This design comes from an exercise in tuning for small area, a short achievable clock period and few clock cycles per item on the open sky130 flow, not from production work.
In this exercise RTL edits were held to simulation tests only and were not proved equivalent to the original.

Setup of v5:
// lc4_core
module lc4_core
(
    input  logic        gwe,
    input  logic        i_arst_n,
    input  logic        i_insn_valid,
    input  logic [15:0] i_insn,
    output logic        o_insn_ready,
    output logic        o_ret_valid,
    input  logic        i_ret_ready,
    output logic [15:0] o_ret_insn,
    output logic        o_ret_we,
    output logic [2:0]  o_ret_wsel,
    output logic [15:0] o_ret_data,
    output logic [2:0]  o_ret_nzp
);
    logic        x_valid;
    logic [15:0] x_insn;
    logic [7:0]  x_rs_hot;
    logic [7:0]  x_rt_hot;
    logic [7:0]  y_rd_hot;
    logic [7:0]  x_rd_hot;
    logic [7:0]  in_rs_hot;
    logic [7:0]  in_rt_hot;
    logic        in_use_a;
    logic        in_use_b;
    logic        h_xi_a;
    logic        h_xi_b;
    logic        h_yi_a;
    logic        h_yi_b;
    logic        h_yx_a;
    logic        h_yx_b;
    logic        x_go;
    logic        byp_a_f;
    logic        byp_b_f;
    logic        stall_f;
    logic        byp_a_h;
    logic        byp_b_h;
    logic        stall_h;
    logic        byp_a;
    logic        byp_b;
    logic        x_we;
    logic        x_mul;
    logic        x_use_a;
    logic        x_use_b;
    logic [15:0] rf_a;
    logic [15:0] rf_b;
    logic [15:0] a;
    logic [15:0] b;
    logic [15:0] x_s;
    logic [15:0] x_c;
    logic [15:0] x_d;
  ...
Size in the first run: about 1900 cells after synthesis, roughly 240 flip-flops, about 61 I/O pins.
export LEC_CHECK = 0
export ABC_AREA = 1
export CAP_MARGIN = 20
export CORE_MARGIN = 2
export CORE_UTILIZATION = 40
export PLACE_DENSITY = 0.6
export SETUP_SLACK_MARGIN = 3.5
export SLEW_MARGIN = 20
export TNS_END_PERCENT = 0
create_clock -name core_clock -period 8.2 [get_ports {gwe}]
run.sh (not shown) runs the stock make flow with config.mk's settings and CLKGATE_MAP_FILE= SYNTH_SCRIPT=/design/flow/synth_recipe.tcl, a recipe that flattens the netlist after the stock synthesis.
Testbench counts of v5, summed over its fixed seeds: cycles 16,336, items 16,000.
### v5 -> v25
Settings: PLACE_DENSITY changed from 0.6 to 0.45; CORE_UTILIZATION changed from 40 to 30; SETUP_SLACK_MARGIN changed from 3.5 to 4.0.
Findings:
The maximum frequency of v25 exceeds that of v5 by about 0.7%.
v25 against v5: number of multi-input combinational cells in the layout barely changed; clock sink total barely changed; routed length on met1 climbed 2900 um; number of clock buffers inserted by TritonCTS has increased.
Relative to v25, the following input files were edited for v50:
Settings: putting GPL_ROUTABILITY_DRIVEN at 0 where nothing was set; swapping 30 for 40 in CORE_UTILIZATION; swapping 0.45 for 0.6 in PLACE_DENSITY.
## What came out
From v25 to v50 the numbers moved as follows: hold slack moved up; clock latency reported for the late side of the worst-skew pair moved down. A cell at the slowest stage of the critical path of sky130_fd_sc_hd__fa_2 is what v25 shows, while sky130_fd_sc_hd__fa_1 belongs to v50. The number of rows created at floorplan number comes out lower for v50 vs v25. In the tables for v50 and v25, critical path depth reads higher with v50. v50 against v25: post-route cell area saw a decrease. Note that the floorplan core area recorded for v50 amounts to 0.74 times the value seen in v25. v50 vs v25, met3 track demand over resource in global routing went up by 0.35 points.
#### Input delta (v3 over v50)
Settings: GPL_ROUTABILITY_DRIVEN removed (was 0); TNS_END_PERCENT changed from 0 to 20.
==> notes.md <==
Number of inserted filler cells in the final layout in v3 is about 3% lower than in v50
On routed via count: between v50 and v3, it ends up lower for v50.
When v3 is set beside v50, its global-route usage turns out to be 0.36 points larger.
When v3 is measured against v50, its endpoint arrival time on the critical path turns out 20 ps lower.
v3 vs v50: final routed wirelength across all metal layers up
Upper clock frequency limit grows slightly when moving from v50 to v3.
v3 has number of standard cells in the layout, taps in and fillers out above what v50 had.
Relative to v3, the following input files were edited for v31:
Settings: changing TNS_END_PERCENT from 20 to 0; changing SLEW_MARGIN from 20 to 10; changing CAP_MARGIN from 20 to 10.
--- outcome ---
Compared with v3, in v31 share of cells above drive strength 1 saw a decrease, overall routing resource usage saw little to no change.
v31 finished every step from synthesis to the final layout, and the layout passed the timing, DRC and antenna checks.
Taking v3 as the reference, in v31 share of the core filled with cells decreased by 3.0 points relative to the old numbers; register bit total from synthesis essentially unchanged; sum of routed wire length over all layers now sits lower.
When the final numbers for v3 and v31 were put side by side, the non-clock buffer count turned out to be smaller in v31.
Changes in v35 relative to v31:
Settings: a change of CAP_MARGIN from 10 to 20; a change of SLEW_MARGIN from 10 to 20.
==> comparison <==
- v31 and v35 ended up with roughly the same met1 track utilization from global routing.
- Reported for v31 and v35, final hold violation count turned out identical to the last digit.
- Wire length after detailed routing: v35 vs v31 — no meaningful difference
- Looking at DRC violation total after the first TritonRoute iteration, v35 sits 156 above v31.

[what the ideal ports hide]
No port has a modelled driver above. Below, the same layouts with a new extraction and two added sets of constraints.
Step 1: set_driving_cell puts a clkbuf_16 on gwe and a buf_2 on each other input, an assumption about the parent block.
Step 2 adds t to the input delays and takes it off the output delays; t is the mean of the earliest and latest rising clock arrival at the registers after step 1. Input paths then give back, and output paths get back, about the clock's delay inside the block.
Slacks: no drivers / after step 1 / after step 2; pairs: no drivers / after step 1.
| run | shift t [ns] | setup slack, ns | worst slew at a driven data input, ns |
|---|---|---|---|
| v5 | 0.601 | 3.484 / 3.435 / 3.521 | 0.04 |
| v25 | 0.615 | 3.515 / 3.464 / 3.623 | 0.05 |
| v50 | 0.588 | 3.501 / 3.452 / 3.523 | 0.04 |
| v3 | 0.605 | 3.523 / 3.472 / 3.772 | 0.04 |
| v31 | 0.605 | 3.523 / 3.471 / 3.661 | 0.04 |
| v35 | 0.602 | 3.527 / 3.476 / 3.661 | 0.04 |
After both steps setup and hold are still met in every run listed.
